What follows belongs to an exercise in optimizing a design on an open flow for small area, a short achievable clock period and few clock cycles; a production flow would make more cautious choices. The RTL was checked by simulation tests, not by an equivalence proof against the original design. No activity file was given, so power comes from the tool's default toggle rates.

[run.sh]
#!/bin/bash
# synth_recipe.tcl (not shown) runs the flow's synth.tcl, then flattens the netlist and writes it again
# the make line also repeats each setting of config.mk as NAME=value (left out here)
make -C /OpenROAD-flow-scripts/flow DESIGN_CONFIG=/design/flow/config.mk WORK_HOME=/design/flow/orfs CLKGATE_MAP_FILE= SYNTH_SCRIPT=/design/flow/synth_recipe.tcl finish
[config.mk]
export PLATFORM = sky130hd
export DESIGN_NAME = nearest_neighbor_zoom_nx
export DESIGN_NICKNAME = nearest_neighbor_zoom_nx
export VERILOG_FILES = /design/flow/design.v
export SDC_FILE = /design/flow/constraint.sdc
export NUM_CORES = 4
export LEC_CHECK = 0
export CAP_MARGIN = 20
export CORE_MARGIN = 2
export CORE_UTILIZATION = 40
export SLEW_MARGIN = 20
[constraint.sdc]
create_clock -name core_clock -period 5.0 [get_ports {clk}]
set_input_delay 1.0000 -clock core_clock [delete_from_list [all_inputs] [get_ports {clk}]]
set_output_delay 1.0000 -clock core_clock [all_outputs]
set_load 0.01 [all_outputs]
[design.v]
package nnz_pkg;
  localparam int PIXEL_W    = 8;
  localparam int MAX_SCALE  = 4;
  localparam int MAX_LINE_W = 320;
  localparam int MAX_LINES  = 240;
  typedef enum logic [1:0] {
    IDLE = 2'd0,
    LOAD = 2'd1,
    EMIT = 2'd2,
    DONE = 2'd3
  } nnz_state_e;
  function automatic logic cfg_legal(input int scale,
                                     input int width,
                                     input int height,
                                     input int max_scale,
                                     input int max_width,
                                     input int max_height);
    cfg_legal = (scale  >= 1) && (scale  <= max_scale) &&
           (width  >= 1) && (width  <= max_width) &&
           (height >= 1) && (height <= max_height);
  endfunction
endpackage
module nnz_line_buffer #(
  parameter int PIXEL_W = 8,
  parameter int DEPTH   = 320,
  parameter int ADDR_W  = 9
) (
  input  logic               clk,
  input  logic               wr_en,
  input  logic [ADDR_W-1:0]  wr_addr,
  input  logic [PIXEL_W-1:0] wr_data,
  input  logic               rd_en,
  input  logic [ADDR_W-1:0]  rd_addr,
  output logic [PIXEL_W-1:0] rd_data
);
  logic [PIXEL_W-1:0] mem [DEPTH];
  logic [PIXEL_W-1:0] rd_data_q;
  always_ff @(posedge clk) begin
    if (wr_en) begin
      mem[wr_addr] <= wr_data;
    end
    if (rd_en) begin
      rd_data_q <= mem[rd_addr];
    end
  end
  assign rd_data = rd_data_q;
endmodule
module nearest_neighbor_zoom_nx #(
  parameter int PIXEL_W    = nnz_pkg::PIXEL_W,
  parameter int MAX_SCALE  = nnz_pkg::MAX_SCALE,
  parameter int MAX_LINE_W = nnz_pkg::MAX_LINE_W,
  parameter int MAX_LINES  = nnz_pkg::MAX_LINES,
  parameter int SCALE_W    = $clog2(MAX_SCALE + 1),
  parameter int COL_W      = $clog2(MAX_LINE_W + 1),
  parameter int ROW_W      = $clog2(MAX_LINES + 1)
) (
  input  logic               clk,
  input  logic               reset_n,
  input  logic               start,
  input  logic [SCALE_W-1:0] scale,
  input  logic [COL_W-1:0]   src_width,
  input  logic [ROW_W-1:0]   src_height,
  input  logic               in_valid,
  input  logic [PIXEL_W-1:0] in_pixel,
  output logic               in_ready,
  output logic               out_valid,
  output logic [PIXEL_W-1:0] out_pixel,
  input  logic               out_ready,
  output logic               out_eol,
  output logic               busy,
  output logic               done,
  output logic               cfg_err
);
  nnz_pkg::nnz_state_e state_q, state_d;
  logic [SCALE_W-1:0] scale_m1_q, scale_m1_d;
  logic [COL_W-1:0]   width_m1_q, width_m1_d;
  logic [ROW_W-1:0]   height_m1_q, height_m1_d;
  logic [ROW_W-1:0]   row_q, row_d;
  logic [COL_W-1:0]   col_q, col_d;
  logic [SCALE_W-1:0] rep_x_q, rep_x_d;
  logic [SCALE_W-1:0] rep_y_q, rep_y_d;
  logic               issue_done_q, issue_done_d;
  logic               s1_vld_q, s1_vld_d;
  logic               s1_eol_q, s1_eol_d;
  logic               s1_last_q, s1_last_d;
  logic               out_valid_q, out_valid_d;
  logic [PIXEL_W-1:0] out_pixel_q, out_pixel_d;
  logic               out_eol_q, out_eol_d;
  logic               out_last_q, out_last_d;
  logic               in_ready_q, in_ready_d;
  logic               busy_q, busy_d;
  logic               done_q, done_d;
  logic               cfg_err_q, cfg_err_d;
  logic               wr_en;
  logic               rd_en;
  logic [COL_W-1:0]   rd_addr;
  logic [PIXEL_W-1:0] rd_data;
  logic               rd_eol;
  logic               rd_last;
  logic               out_load;
  logic               s1_adv;
  logic               out_xfer;
  logic               start_legal;
  assign rd_addr = col_q;
  assign start_legal = nnz_pkg::cfg_legal(32'(scale), 32'(src_width), 32'(src_height),
                                 MAX_SCALE, MAX_LINE_W, MAX_LINES);
  nnz_line_buffer #(
    .PIXEL_W (PIXEL_W),
    .DEPTH   (MAX_LINE_W),
    .ADDR_W  (COL_W)
  ) u_line_buffer (
    .clk     (clk),
    .wr_en   (wr_en),
    .wr_addr (col_q),
    .wr_data (in_pixel),
    .rd_en   (rd_en),
    .rd_addr (rd_addr),
    .rd_data (rd_data)
  );
  always_comb begin
    state_d      = state_q;
    scale_m1_d   = scale_m1_q;
    width_m1_d   = width_m1_q;
    height_m1_d  = height_m1_q;
    row_d        = row_q;
    col_d        = col_q;
    rep_x_d      = rep_x_q;
    rep_y_d      = rep_y_q;
    issue_done_d = issue_done_q;
    s1_vld_d     = s1_vld_q;
    s1_eol_d     = s1_eol_q;
    s1_last_d    = s1_last_q;
    out_valid_d  = out_valid_q;
    out_pixel_d  = out_pixel_q;
    out_eol_d    = out_eol_q;
    out_last_d   = out_last_q;
    busy_d       = busy_q;
    done_d       = 1'b0;
    cfg_err_d    = 1'b0;
    wr_en        = 1'b0;
    rd_en        = 1'b0;
    rd_eol   = (rep_x_q == scale_m1_q) && (col_q == width_m1_q);
    rd_last  = rd_eol && (rep_y_q == scale_m1_q);
    out_load = !out_valid_q || out_ready;
    s1_adv   = s1_vld_q && out_load;
    out_xfer = out_valid_q && out_ready;
    unique case (state_q)
      nnz_pkg::IDLE: begin
        if (start) begin
          if (start_legal) begin
            scale_m1_d  = scale - SCALE_W'(1);
            width_m1_d  = src_width - COL_W'(1);
            height_m1_d = src_height - ROW_W'(1);
            row_d       = '0;
            col_d       = '0;
            busy_d      = 1'b1;
            state_d     = nnz_pkg::LOAD;
          end else begin
            cfg_err_d = 1'b1;
          end
        end
      end
      nnz_pkg::LOAD: begin
        if (in_valid && in_ready_q) begin
          wr_en = 1'b1;
          col_d = col_q + COL_W'(1);
          if (col_q == width_m1_q) begin
            col_d        = '0;
            rep_x_d      = '0;
            rep_y_d      = '0;
            issue_done_d = 1'b0;
            state_d      = nnz_pkg::EMIT;
          end
        end
      end
      nnz_pkg::EMIT: begin
        rd_en = !issue_done_q && (!s1_vld_q || s1_adv);
        if (rd_en) begin
          rep_x_d = rep_x_q + SCALE_W'(1);
          if (rep_x_q == scale_m1_q) begin
            rep_x_d = '0;
            col_d   = col_q + COL_W'(1);
            if (col_q == width_m1_q) begin
              col_d = '0;
              if (rep_y_q == scale_m1_q) begin
                issue_done_d = 1'b1;
              end else begin
                rep_y_d = rep_y_q + SCALE_W'(1);
              end
            end
          end
        end
        if (out_xfer && out_last_q) begin
          col_d = '0;
          if (row_q == height_m1_q) begin
            done_d  = 1'b1;
            state_d = nnz_pkg::DONE;
          end else begin
            row_d   = row_q + ROW_W'(1);
            state_d = nnz_pkg::LOAD;
          end
        end
      end
      nnz_pkg::DONE: begin
        busy_d  = 1'b0;
        state_d = nnz_pkg::IDLE;
      end
      default: state_d = nnz_pkg::IDLE;
    endcase
    if (rd_en) begin
      s1_vld_d  = 1'b1;
      s1_eol_d  = rd_eol;
      s1_last_d = rd_last;
    end else if (s1_adv) begin
      s1_vld_d = 1'b0;
    end
    if (out_load) begin
      out_valid_d = s1_vld_q;
      out_eol_d   = s1_vld_q && s1_eol_q;
      out_last_d  = s1_vld_q && s1_last_q;
      if (s1_vld_q) begin
        out_pixel_d = rd_data;
      end
    end
    in_ready_d = (state_d == nnz_pkg::LOAD);
  end
  always_ff @(posedge clk or negedge reset_n) begin
    if (!reset_n) begin
      state_q      <= nnz_pkg::IDLE;
      scale_m1_q   <= '0;
      width_m1_q   <= '0;
      height_m1_q  <= '0;
      row_q        <= '0;
      col_q        <= '0;
      rep_x_q      <= '0;
      rep_y_q      <= '0;
      issue_done_q <= 1'b0;
      s1_vld_q     <= 1'b0;
      s1_eol_q     <= 1'b0;
      s1_last_q    <= 1'b0;
      out_valid_q  <= 1'b0;
      out_pixel_q  <= '0;
      out_eol_q    <= 1'b0;
      out_last_q   <= 1'b0;
      in_ready_q   <= 1'b0;
      busy_q       <= 1'b0;
      done_q       <= 1'b0;
      cfg_err_q    <= 1'b0;
    end else begin
      state_q      <= state_d;
      scale_m1_q   <= scale_m1_d;
      width_m1_q   <= width_m1_d;
      height_m1_q  <= height_m1_d;
      row_q        <= row_d;
      col_q        <= col_d;
      rep_x_q      <= rep_x_d;
      rep_y_q      <= rep_y_d;
      issue_done_q <= issue_done_d;
      s1_vld_q     <= s1_vld_d;
      s1_eol_q     <= s1_eol_d;
      s1_last_q    <= s1_last_d;
      out_valid_q  <= out_valid_d;
      out_pixel_q  <= out_pixel_d;
      out_eol_q    <= out_eol_d;
      out_last_q   <= out_last_d;
      in_ready_q   <= in_ready_d;
      busy_q       <= busy_d;
      done_q       <= done_d;
      cfg_err_q    <= cfg_err_d;
    end
  end
  assign in_ready  = in_ready_q;
  assign out_valid = out_valid_q;
  assign out_pixel = out_pixel_q;
  assign out_eol   = out_eol_q;
  assign busy      = busy_q;
  assign done      = done_q;
  assign cfg_err   = cfg_err_q;
endmodule
==> impl_metrics.csv <==
group,metric,value,unit
critical_path,crit_buf_inv,1,
detailed_routing,first_iter_violations,6024,
synth,yosysMostFrequentCell,"edfxtp_1",
synth,ys_async_sr_fraction,2.432,%
critical_path,required,5.66,ns
global_route,grt_overflow,0,
critical_path,r2r_cells,7,
global_route,grt_pass1_wl,376600,um
synth,syn_nets,4736,
final_layout,nets,5117,
global_route,grt_pass1_vias,50576,
critical_path,cp.depth,7,
place,place.gp.congestion,0.8396,
timing,rsz0062_at_grt,"false",
worst_hold_path,hold_path_class,"input pin to async pin",
floorplanning,rows,186,
final_layout,area_delta_synth_final,14.72,%
timing,max_freq,0.2496,GHz
clock_network,htreeDepth,5,
synth,syn_area_per_cell,21.95,sq um
synth,synthCells,4680,
pwr,power_density,449.4,nW/um^2
clock_network,clk_pin_slew,0.06,ns
synth,synth_top_cells_by_area,"edfxtp_1, mux4_2, dfrtp_1",
synth,synthesis.area,102700,sq um
synth,synth_edf_count,2568,
floorplanning,core-area,256000,sq um
critical_path,worstSetupEndpointType,"flop",
timing,hold_viol,0,
synth,synth_top_area_share,75.08,%
status,outcome,"timing/DRC/antenna clean",
critical_path,critPathLaunch,"col_q[1]",
synth,synth.distinct_cells,60,
place,dp_hpwl,159700,um
critical_path,cpLargestDelayFamily,"flip-flops",
timing,skew,0.05302,ns
final_layout,fillers,21117,
floorplanning,die_h,510.7,um
critical_path,worstSetupPathType,"flop to flop",
place,numPortBuffers,46,
floorplanning,start_util,40.12,%
detailed_routing,vias,49805,
timing,fin_crit_sh,80.14,%
timing,finalSetupViolations,0,
clock_network,cts_hold_buffers,0,
synth,yosys_register_bits,2632,
synth,synth.yosys.seq_area_share,76.64,%
critical_path,critPathMaxStageDelay,0.96,ns
final_layout,drive_gt1_share,28.70,%
detailed_routing,wl,261100,um
critical_path,crit_chain,"buf_12 > mux4_2 > mux4_2 > a22oi_1 > a21oi_1 > or3_1 > a211o_1",
final_layout,final_cell_area,117800,sq um
critical_path,worstPathArrival,4.67,ns
pwr,design_power_total,52.96,mW
global_route,antenna_found_initial,5,
timing,worst_pin_slew,1.142,ns
place,dpl-instance-area,109100,sq um
detailed_routing,viasPerCell,5.763,
pwr,switching_share,24.34,%
place,pre_cts_ws,0.6297,ns
synth,ys.flop_type,"edfxtp_1",
critical_path,cpMostUsedCell,"mux4_2",
clock_network,cts_resized,0,
timing,max_slew_margin,23.85,%
timing,setup_slack,0.9929,ns
pwr,ir_worst_vdd,0.0003088,V
clock_network,cts_made_buffers,288,
pwr,clockPowerShare,37.9,%
detailed_routing,drt-pass1-iter-count,6,
detailed_routing,post_drt_wl_per_cell,30.21,um
critical_path,worstSetupEndpoint,"u_line_buffer.rd_data_q[1]",
timing,tns,0,ns
clock_network,cts_setup_buffers,0,
run,cap_violations,0,
critical_path,r2r-end,"u_line_buffer.rd_data_q[1]",
detailed_routing,drc,0,
timing,timing.final.crit_period,4.007,ns
final_layout,final_util,46.03,%
detailed_routing,final_antenna_net_count,0,
timing,drv_slew,0,
floorplanning,die_area,260800,sq um
global_route,gr-usage-all-layers,19.85,%
pwr,power_frac_comb,15.8,%
pwr,internal_power,40.07,mW
critical_path,critical_path.slowest_cell,"dfrtp_4",
critical_path,worstPathMaxFanout,69,
critical_path,reg2reg_slack,0.99,ns
critical_path,startpoint_type,"flop",
synth,synthTopCellsByCount,"edfxtp_1, mux4_2, nor2_1",
floorplanning,io_pins,47,
clock_network,clock_latency,0.91,ns
floorplanning,die_w,510.7,um
clock_network,cts-root-buf,"clkbuf_16",
synth,yosysTopAreaCell,"edfxtp_1",
clock_network,cts.sinks,2632,
clock_network,clockBufferDepth,4,
pwr,switchingPower,12.89,mW
global_route,grt_max_degree,175,
critical_path,r2r_start,"col_q[1]",
clock_network,cts_tree,"done",
synth,yosys_warnings,2,
pwr,p_leak,35.87,nW
pwr,p_seq_share,46.3,%
-- cell type report --
type | count | area [sq um] | area share [%]
flip-flops and latches | 2632 | 78730 | 66.82
multi-input cells | 1747 | 22660 | 19.23
clock buffers | 353 | 7579 | 6.432
well taps | 3384 | 4234 | 3.594
repair buffers | 372 | 3371 | 2.861
clock inverters | 131 | 1161 | 0.9855
inverters | 20 | 75.07 | 0.06372
diodes | 3 | 7.507 | 0.006372
-- worst min-delay path by stage --
stage	start	to	slack, ns	depth (start not counted)
after detailed placement	u_line_buffer.rd_data_q[7]	out_pixel_q[7]	0.47	1
after CTS	reset_n	s1_eol_q	0.22	1
after global placement	u_line_buffer.rd_data_q[4]	out_pixel_q[4]	0.46	1
after floorplan	s1_last_q	s1_last_q	0.45	2
after global routing	reset_n	s1_eol_q	0.26	1
final	reset_n	s1_eol_q	0.23	1
-- metrics by stage --
step	instances	hold WS [ns]
floorplan	4680	0.4502
global placement	8155	0.4614
detailed placement	8155	0.4657
CTS	8639	0.2193
global route	8640	0.2582
finish	8642	0.2258
-- flip-flops by register name (all words and copies together) (netlist names), 2 cells and up --
register	flops
col_q	9
height_m1_q	8
out_pixel_q	8
rep_x_q	3
rep_y_q	3
row_q	8
scale_m1_q	3
state_q	2
u_line_buffer.mem	2560
u_line_buffer.rd_data_q	8
width_m1_q	9
-- layer usage --
layer  vias up  part of all wire, %  global-route usage (%)
met5         -               0.0050                       0
met4         2                  3.3                   6.588
met3       448                  7.7                   3.547
met2      2126                   47                   30.79
met1     26901                   42                   28.52
li1      20328                    -                       -
-- layout by cell type (no fill, tap or decap), types with 9 or more instances in the layout --
cell type / netlist / layout
a21oi_1: 42 / 42
a22o_1: 22 / 22
a22oi_1: 46 / 46
a31oi_1: 10 / 10
buf_12: 0 / 34
buf_4: 34 / 293
bufinv_16: 0 / 21
clkbuf_1: 151 / 59
clkbuf_16: 0 / 294
clkdlybuf4s50_1: 0 / 37
clkinv_1: 0 / 57
clkinv_2: 0 / 40
dfrtp_1: 64 / 58
edfxtp_1: 2568 / 2568
ha_1: 23 / 23
inv_1: 19 / 19
mux2_2: 15 / 15
mux2i_1: 75 / 75
mux4_2: 748 / 748
nand2_1: 110 / 94
nand2_2: 0 / 16
nand2b_1: 11 / 11
nand3_1: 49 / 49
nand4_1: 17 / 17
nor2_1: 369 / 365
nor2b_1: 17 / 12
nor3_1: 13 / 11
o21ai_0: 38 / 38
o22ai_1: 9 / 9
xnor2_1: 30 / 30
-- power groups by stage --
stage	Sequential (mW)	Combinational, mW	Clock, mW
detailed placement	25.0	8.47	0
CTS	24.5	8.50	20.4
floorplan	24.9	5.65	0
global placement	25.0	8.42	0
finish	24.5	8.36	20.1
global route	24.5	8.84	21.3
-- cell families (layout without fill, tap and decap cells) --
family,count (synthesis),in the layout,share of synthesized area (%)
AOI/OAI and AO/OA,226,226,1.511
xor gates and xnor gates,34,34,0.2899
adders and majority gates,23,23,0.2802
buffers and inverters,301,876,1.389
DFF,2632,2632,76.64
muxes,838,838,17.30
other,0,3,0
and+or+nand+nor,626,626,2.592
Testbench counts, summed over its fixed seeds: cycles 823,671.

static timing again, ports no longer ideal:
In the flow no input, the clock included, has a driving cell. The finished layout below was timed again as built, in two steps. Step 1: set_driving_cell puts a clkbuf_16 on clk and a buf_2 on each other input, an assumption about the parent block. Step 2 adds t to the input delays and takes it off the output delays; t is the mean of the earliest and latest rising clock arrival at the registers after step 1. Input paths then give back, and output paths get back, about the clock's delay inside the block. Three values: no drivers, after step 1, after step 2; two values: the first two.
t (ns): 0.985
slack for setup (ns): 0.993 / 0.993 / 0.594
hold slack, ns: 0.226 / 0.161 / 0.478
latest minus earliest clock arrival (ns): 0.076 / 0.076
worst slew at a driven data input, ns: 0.07
After both steps setup and hold are still met in this run. For this run, drivers alone change the setup slack by 0.000 ns; drivers and shift together by -0.399 ns.
